This design comes from an exercise in tuning for small area, a short achievable clock period and few clock cycles per item on the open sky130 flow, not from production work. RTL that was checked went through simulation tests only; none was proved equivalent to the original.

==> job 9448: inputs <==
==> flow/design.v <==
module seq_operator_unit (
    input  logic        clk,
    input  logic        rst,
    input  logic        in_valid,
    output logic        in_ready,
    input  logic [3:0]  op,
    input  logic        is_signed,
    input  logic [31:0] a,
    input  logic [31:0] b,
    output logic        out_valid,
    input  logic        out_ready,
    output logic [31:0] result,
    output logic        div_by_zero
);
    localparam logic [3:0] OP_ADD  = 4'd0,  OP_SUB  = 4'd1,  OP_MUL  = 4'd2,  OP_DIV  = 4'd3,
                           OP_MOD  = 4'd4,  OP_AND  = 4'd5,  OP_OR   = 4'd6,  OP_XOR  = 4'd7,
                           OP_XNOR = 4'd8,  OP_SHL  = 4'd9,  OP_SHR  = 4'd10, OP_ASHR = 4'd11,
                           OP_RAND = 4'd12, OP_ROR  = 4'd13, OP_RXOR = 4'd14, OP_LT   = 4'd15;
    localparam logic [1:0] S_EXEC = 2'd0,   
                           S_MUL  = 2'd1,   
                           S_ITER = 2'd2,   
                           S_FIX  = 2'd3;   
    logic        xv;
    logic [1:0]  xst;
    logic [3:0]  xop;
    logic        xsg;
    logic        xsub;      
    logic        bn;        
    logic        fin;       
    logic [31:0] r1, r2, r3;
    logic [31:0] rc;        
    logic [3:0]  bneg, bone, btwo;   
    logic        negq, negr;
    logic        fdz;       
    logic [4:0]  cnt;
    logic [6:0]  dd;        
    logic        yv, zv;
    logic [31:0] yres;
    logic        ydz, zdz;
    function automatic logic [31:0] rev32(input logic [31:0] v);
        for (int i = 0; i < 32; i++) rev32[i] = v[31-i];
    endfunction
    function automatic logic [5:0] lzc32(input logic [31:0] x);
        logic [15:0] z1; logic [15:0] c1;
        logic [7:0]  z2; logic [7:0][1:0] c2;
        logic [3:0]  z3; logic [3:0][2:0] c3;
        logic [1:0]  z4; logic [1:0][3:0] c4;
        logic        z5; logic [4:0] c5;
        for (int g = 0; g < 16; g++) begin
            z1[g] = ~(x[2*g+1] | x[2*g]);
            c1[g] = ~x[2*g+1];
        end
        for (int g = 0; g < 8; g++) begin
            z2[g] = z1[2*g+1] & z1[2*g];
            c2[g] = z1[2*g+1] ? {1'b1, c1[2*g]} : {1'b0, c1[2*g+1]};
        end
        for (int g = 0; g < 4; g++) begin
            z3[g] = z2[2*g+1] & z2[2*g];
            c3[g] = z2[2*g+1] ? {1'b1, c2[2*g]} : {1'b0, c2[2*g+1]};
        end
        for (int g = 0; g < 2; g++) begin
            z4[g] = z3[2*g+1] & z3[2*g];
            c4[g] = z3[2*g+1] ? {1'b1, c3[2*g]} : {1'b0, c3[2*g+1]};
        end
        z5 = z4[1] & z4[0];
        c5 = z4[1] ? {1'b1, c4[0]} : {1'b0, c4[1]};
        lzc32 = z5 ? 6'd32 : {1'b0, c5};
    endfunction
    function automatic logic [5:0] lz_mag(input logic [31:0] v, input logic neg);
        logic [31:0] t;
        logic        p2;
        t  = neg ? ~v : v;
        p2 = ((v[30:0] & ~v[31:1]) == 31'd0);
        lz_mag = lzc32(t) - {5'd0, neg && p2};
    endfunction
    wire is_div   = (xop == OP_DIV) || (xop == OP_MOD);
    wire is_divop = (xop == OP_DIV);
    wire is_mul   = (xop == OP_MUL);
    wire        do_sub = xsub;
    wire [32:0] addsum = {1'b0, r1} + {1'b0, r2 ^ {32{do_sub}}} + {32'd0, do_sub};
    wire        borrow = ~addsum[32];
    wire        lt     = (xsg && (r1[31] != r2[31])) ? r1[31] : borrow;
    wire        q_zero  = dd[6];
    wire [4:0]  d_amt   = q_zero ? 5'd0 : dd[4:0];
    wire        al_mode = (xst == S_EXEC) && is_div;
    wire        big_sh  = !al_mode && (|r2[31:5]);
    wire        sh_l    = (xop == OP_SHL) || al_mode;
    wire        fill    = (xop == OP_ASHR) && xsg && r1[31];
    wire [31:0] sh_src  = al_mode ? r2 : r1;
    wire [4:0]  sh_amt  = al_mode ? d_amt : r2[4:0];
    wire [31:0] sh_in   = sh_l ? rev32(sh_src) : sh_src;
    wire [63:0] sh_w    = {{32{fill}}, sh_in} >> sh_amt;
    wire [31:0] sh_r    = big_sh ? {32{fill}} : sh_w[31:0];
    wire [31:0] sh_out  = sh_l ? rev32(sh_r) : sh_r;
    logic [31:0] alu_res;
    always_comb begin
        case (xop)
            OP_ADD, OP_SUB: alu_res = addsum[31:0];
            OP_AND:  alu_res = r1 & r2;
            OP_OR:   alu_res = r1 | r2;
            OP_XOR:  alu_res = r1 ^ r2;
            OP_XNOR: alu_res = ~(r1 ^ r2);
            OP_SHL, OP_SHR, OP_ASHR: alu_res = sh_out;
            OP_RAND: alu_res = {31'd0, &r1};
            OP_ROR:  alu_res = {31'd0, |r1};
            OP_RXOR: alu_res = {31'd0, ^r1};
            OP_LT:   alu_res = {31'd0, lt};
            default: alu_res = 32'd0;
        endcase
    end
    function automatic logic [63:0] csa(input logic [31:0] x, input logic [31:0] y, input logic [31:0] z);
        csa = {((x & y) | (z & (x ^ y))) << 1, x ^ y ^ z};
    endfunction
    function automatic logic [11:0] booth8(input logic [8:0] bb);    
        for (int i = 0; i < 4; i++) begin
            logic d0, d1, d2;
            d0 = bb[2*i]; d1 = bb[2*i+1]; d2 = bb[2*i+2];
            booth8[8+i] = d2 & ~(d1 & d0);
            booth8[4+i] = d1 ^ d0;
            booth8[i]   = (d2 & ~d1 & ~d0) | (~d2 & d1 & d0);
        end
    endfunction
    logic [31:0] ms, mc;
    always_comb begin
        logic [31:0] row [0:3];
        logic [31:0] corr;
        logic [63:0] t0, t1, t2, t3, t4;
        corr = '0;
        for (int i = 0; i < 4; i++) begin
            row[i] = ((({32{bone[i]}} & r1) | ({32{btwo[i]}} & (r1 << 1))) ^ {32{bneg[i]}}) << (2*i);
            corr[2*i] = bneg[i];
        end
        t0 = csa(corr, r3, rc);
        t1 = csa(row[0], row[1], row[2]);
        t2 = csa(row[3], t0[31:0], t0[63:32]);
        t3 = csa(t1[31:0], t1[63:32], t2[31:0]);
        t4 = csa(t3[31:0], t3[63:32], t2[63:32]);
        ms = t4[31:0];
        mc = t4[63:32];
    end
    wire mul_last = (r2[31:7] == 25'd0) || (r2[31:7] == '1);
    wire in_div  = (op == OP_DIV) || (op == OP_MOD);
    wire in_mul  = (op == OP_MUL);
    wire in_bnz  = (b != 32'd0);
    wire a_sg    = is_signed && a[31];
    wire b_sg    = is_signed && b[31];
    wire a_neg   = in_div && a_sg;
    wire b_neg   = in_div && b_sg;
    wire [6:0] in_dd = {1'b0, lz_mag(b, b_sg)} - {1'b0, lz_mag(a, a_sg)};
    wire        b_zero   = (r2 == 32'd0);
    wire        ge       = ~borrow;               
    wire [31:0] rem_nx   = ge ? addsum[31:0] : r1;
    wire        last1    = (cnt == 5'd0);
    wire        it_last  = last1;
    wire [31:0] quo_nx   = {r3[30:0], ge};
    wire [31:0] rem_fin  = rem_nx;
    wire        need_fix = is_divop ? negq : negr;
    logic [31:0] x_oth;
    logic        x_dz;
    always_comb begin
        x_oth = alu_res;
        x_dz  = 1'b0;
        case (xst)
            S_EXEC: begin
                if (is_div) begin
                    x_oth = is_divop ? 32'hFFFF_FFFF : r1;
                    x_dz  = 1'b1;
                end
            end
            S_ITER:  x_oth = is_divop ? quo_nx : rem_fin;
            S_FIX: begin
                x_oth = addsum[31:0];
                x_dz  = fdz;
            end
            default: ;
        endcase
    end
    wire in_fin = in_mul ? 1'b0 : (in_div ? (!in_bnz && !((op == OP_MOD) && a_sg)) : 1'b1);
    logic fin_nx;
    always_comb begin
        case (xst)
            S_EXEC, S_MUL: fin_nx = is_mul ? mul_last : (b_zero || ((d_amt == 5'd0) && !need_fix));
            S_ITER:        fin_nx = it_last || ((cnt == 5'd1) && !need_fix);
            default:       fin_nx = 1'b1;
        endcase
    end
    wire x_done = xv && fin && !zv;
    wire x_step = xv && !fin && !zv;
    assign in_ready = !xv || x_done;
    wire push   = x_done;
    wire y_load = !yv || out_ready;
    always_ff @(posedge clk or posedge rst) begin
        if (rst) begin
            xv  <= 1'b0;
            xst <= S_EXEC;
            fin <= 1'b0;
        end else if (in_ready) begin
            xv  <= in_valid;
            xst <= S_EXEC;
            fin <= in_fin;
        end else if (x_step) begin
            fin <= fin_nx;
            case (xst)
                S_EXEC, S_MUL: xst <= is_mul ? (mul_last ? S_FIX : S_MUL) : (b_zero ? S_FIX : S_ITER);
                S_ITER:  xst <= it_last ? S_FIX : S_ITER;
                default: xst <= xst;
            endcase
        end
    end
    always_ff @(posedge clk) begin
        if (in_ready) begin
            xop  <= op;
            xsg  <= is_signed;
            xsub <= (op == OP_SUB) || (op == OP_LT) || (in_div && !b_neg);
            bn   <= b_neg;
            r1   <= a_neg ? -a : a;
            r2   <= b;
            {bneg, bone, btwo} <= booth8({b[7:0], 1'b0});
            rc   <= 32'd0;
            dd   <= in_dd;
            negq <= a_neg ^ b_neg;
            negr <= a_neg;
            fdz  <= 1'b0;
        end else if (x_step) begin
            case (xst)
                S_EXEC, S_MUL: begin
                    if (is_mul) begin
                        if (mul_last) begin
                            r1 <= ms;
                            r2 <= mc;
                        end else begin
                            r1    <= r1 << 8;
                            r2    <= {{8{r2[31]}}, r2[31:8]};
                            {bneg, bone, btwo} <= booth8(r2[15:7]);
                        end
                        rc <= mc;
                    end else if (b_zero) begin
                        r1   <= 32'd0;
                        r2   <= r1;
                        fdz  <= 1'b1;
                        xsub <= 1'b1;
                    end else begin
                        r2  <= sh_out;
                        cnt <= d_amt;
                    end
                end
                S_ITER: begin
                    if (it_last) begin
                        r1   <= 32'd0;
                        r2   <= is_divop ? quo_nx : rem_fin;
                        xsub <= 1'b1;
                    end else begin
                        r1   <= rem_nx;
                        r2   <= {bn, r2[31:1]};
                    end
                    cnt <= cnt - 5'd1;
                end
                default: ;
            endcase
        end
    end
    always_ff @(posedge clk) begin
        if (push && !y_load) begin
            r3  <= x_oth;
            zdz <= x_dz;
        end else if (zv ? y_load : in_ready) begin
            r3 <= 32'd0;
        end else if (x_step) begin
            if (xst == S_ITER) r3 <= quo_nx;
            else if (is_mul)   r3 <= ms;
        end
    end
    always_ff @(posedge clk or posedge rst) begin
        if (rst) begin
            yv <= 1'b0;
            zv <= 1'b0;
        end else if (y_load) begin
            yv <= zv || push;
            zv <= 1'b0;
        end else if (push) begin
            zv <= 1'b1;
        end
    end
    always_ff @(posedge clk) begin
        if (y_load) begin
            yres <= zv ? r3 : x_oth;
            ydz  <= zv ? zdz : x_dz;
        end
    end
    assign out_valid   = yv;
    assign result      = yres;
    assign div_by_zero = ydz;
endmodule
==> flow/run.sh <==
#!/bin/bash
# synth_recipe.tcl (not shown) runs the flow's synth.tcl, then flattens the netlist and writes it again
# the make line also repeats each setting of config.mk as NAME=value (left out here)
make -C /OpenROAD-flow-scripts/flow DESIGN_CONFIG=/design/flow/config.mk WORK_HOME=/design/flow/orfs CLKGATE_MAP_FILE= SYNTH_SCRIPT=/design/flow/synth_recipe.tcl finish
==> flow/config.mk <==
export PLATFORM = sky130hd
export DESIGN_NAME = seq_operator_unit
export DESIGN_NICKNAME = seq_operator_unit
export VERILOG_FILES = /design/flow/design.v
export SDC_FILE = /design/flow/constraint.sdc
export NUM_CORES = 4
export LEC_CHECK = 0
export ABC_AREA = 1
export CAP_MARGIN = 20
export CELL_PAD_IN_SITES_DETAIL_PLACEMENT = 1
export CORE_MARGIN = 2
export CORE_UTILIZATION = 40
export SETUP_SLACK_MARGIN = 5
export SLEW_MARGIN = 20
==> flow/constraint.sdc <==
create_clock -name core_clock -period 9.5 [get_ports {clk}]
set_input_delay 1.9000 -clock core_clock [delete_from_list [all_inputs] [get_ports {clk}]]
set_output_delay 1.9000 -clock core_clock [all_outputs]
set_load 0.01 [all_outputs]
==> job 2597 (differences from job 9448) <==
--- a/flow/design.v
+++ b/flow/design.v
@@ -31,3 +31,3 @@
     logic [31:0] rc;        
-    logic [3:0]  bneg, bone, btwo;   
+    logic [7:0]  mb;        
     logic        negq, negr;
@@ -113,30 +113,21 @@
     endfunction
-    function automatic logic [11:0] booth8(input logic [8:0] bb);    
-        for (int i = 0; i < 4; i++) begin
-            logic d0, d1, d2;
-            d0 = bb[2*i]; d1 = bb[2*i+1]; d2 = bb[2*i+2];
-            booth8[8+i] = d2 & ~(d1 & d0);
-            booth8[4+i] = d1 ^ d0;
-            booth8[i]   = (d2 & ~d1 & ~d0) | (~d2 & d1 & d0);
-        end
-    endfunction
     logic [31:0] ms, mc;
     always_comb begin
-        logic [31:0] row [0:3];
-        logic [31:0] corr;
-        logic [63:0] t0, t1, t2, t3, t4;
-        corr = '0;
-        for (int i = 0; i < 4; i++) begin
-            row[i] = ((({32{bone[i]}} & r1) | ({32{btwo[i]}} & (r1 << 1))) ^ {32{bneg[i]}}) << (2*i);
-            corr[2*i] = bneg[i];
-        end
-        t0 = csa(corr, r3, rc);
-        t1 = csa(row[0], row[1], row[2]);
-        t2 = csa(row[3], t0[31:0], t0[63:32]);
-        t3 = csa(t1[31:0], t1[63:32], t2[31:0]);
-        t4 = csa(t3[31:0], t3[63:32], t2[63:32]);
-        ms = t4[31:0];
-        mc = t4[63:32];
-    end
-    wire mul_last = (r2[31:7] == 25'd0) || (r2[31:7] == '1);
+        logic [31:0] o [0:9];
+        logic [63:0] t0, t1, t2, t3, t4, t5, t6, t7;
+        for (int i = 0; i < 8; i++) o[i] = (r1 << i) & {32{mb[i]}};
+        o[8] = r3;
+        o[9] = rc;
+        t0 = csa(o[0], o[1], o[2]);
+        t1 = csa(o[3], o[4], o[5]);
+        t2 = csa(o[6], o[7], o[8]);
+        t3 = csa(t0[31:0], t0[63:32], t1[31:0]);
+        t4 = csa(t1[63:32], t2[31:0], t2[63:32]);
+        t5 = csa(t3[31:0], t3[63:32], t4[31:0]);
+        t6 = csa(t5[31:0], t5[63:32], t4[63:32]);
+        t7 = csa(t6[31:0], t6[63:32], o[9]);
+        ms = t7[31:0];
+        mc = t7[63:32];
+    end
+    wire mul_last = (r2[31:8] == 24'd0);
     wire in_div  = (op == OP_DIV) || (op == OP_MOD);
@@ -217,3 +208,3 @@
             r2   <= b;
-            {bneg, bone, btwo} <= booth8({b[7:0], 1'b0});
+            mb   <= b[7:0];
             rc   <= 32'd0;
@@ -231,5 +222,5 @@
                         end else begin
-                            r1    <= r1 << 8;
-                            r2    <= {{8{r2[31]}}, r2[31:8]};
-                            {bneg, bone, btwo} <= booth8(r2[15:7]);
+                            r1 <= r1 << 8;
+                            r2 <= r2 >> 8;
+                            mb <= r2[15:8];
                         end
--- a/flow/config.mk
+++ b/flow/config.mk
@@ -11,3 +11,3 @@
 export CORE_MARGIN = 2
-export CORE_UTILIZATION = 40
+export CORE_UTILIZATION = 50
 export SETUP_SLACK_MARGIN = 5
==> comparison table <==
| metric | job 9448 | job 2597 |
|---|---|---|
| Run status | complete, no violations | complete, no violations |
| Count of flip-flops and latches | 199 | 194 |
| Count of plain and timing-repair buffers | 306 | 324 |
| Cell depth of the worst min-delay path | 2 | 1 |
| Final-layout clock buffer total | 18 | 20 |
| Vertical die dimension | 272.6 um | 245.9 um |
| Cell depth of the worst flop-to-flop path | 14 | 13 |
| Share of cell area taken by multi-input logic gates | 64.15% | 63.80% |
| Layout overhead on the synthesized area | 15.89% | 16.31% |
| Comb_multi_in | 3496 | 3395 |
| Maximum clock frequency | 215.6 MHz | 212.6 MHz |
| Reg-to-Reg End | r2[11] | r1[24] |
| Wire length of the first global-routing pass | 234200 um | 223800 um |
| Met2 GRT Util | 62.59% | 75.50% |
| Met3 wire length | 19530 um | 22700 um |
| Count of TritonRoute iterations in the first routing pass | 8 | 7 |
| Xor and xnor area share after synthesis | 6.068% | 4.013% |
| Share of flip-flops with an asynchronous set or reset | 3.015% | 3.093% |
| Simple logic cell fraction of the synthesized area | 32.21% | 32.35% |
| Sequential cell area in the final layout | 0.005635 mm2 | 0.005495 mm2 |
| Number of antenna diodes | 7 | 4 |
| Core area | 0.07149 mm2 | 0.05781 mm2 |
| Ratio of routed vias to standard cells | 6.437 | 6.685 |
Testbench counts of job 2597, summed over its fixed seeds: cycles 6,480, items 3,200.
For job 9448, only the layout was checked, not whether the RTL still works.

port drivers added, routing unchanged:
The results above use ideal ports. As a check the final layouts listed here were re-extracted and re-timed, cells and wires unchanged. Step 1 (the two cells are an assumption about what drives the block):
set clk [get_ports {clk}]
set_driving_cell -lib_cell sky130_fd_sc_hd__clkbuf_16 $clk
set_driving_cell -lib_cell sky130_fd_sc_hd__buf_2 [delete_from_list [all_inputs] $clk]
Step 2 also shifts input and output timing later by t, the mid clock arrival at the registers, as if the neighbouring blocks saw the same clock. Slacks: no drivers / after step 1 / after step 2; pairs: no drivers / after step 1.
run | t (ns) | slack for setup (ns) | pins driven straight from the clock port
job 9448 | 0.599 | 4.863 / 4.863 / 4.480 | 1
job 2597 | 0.595 | 4.796 / 4.796 / 4.361 | 1
After both steps setup and hold are still met in every run listed. For job 2597, which loses most, drivers alone change the setup slack by 0.000 ns; drivers and shift together by -0.435 ns.
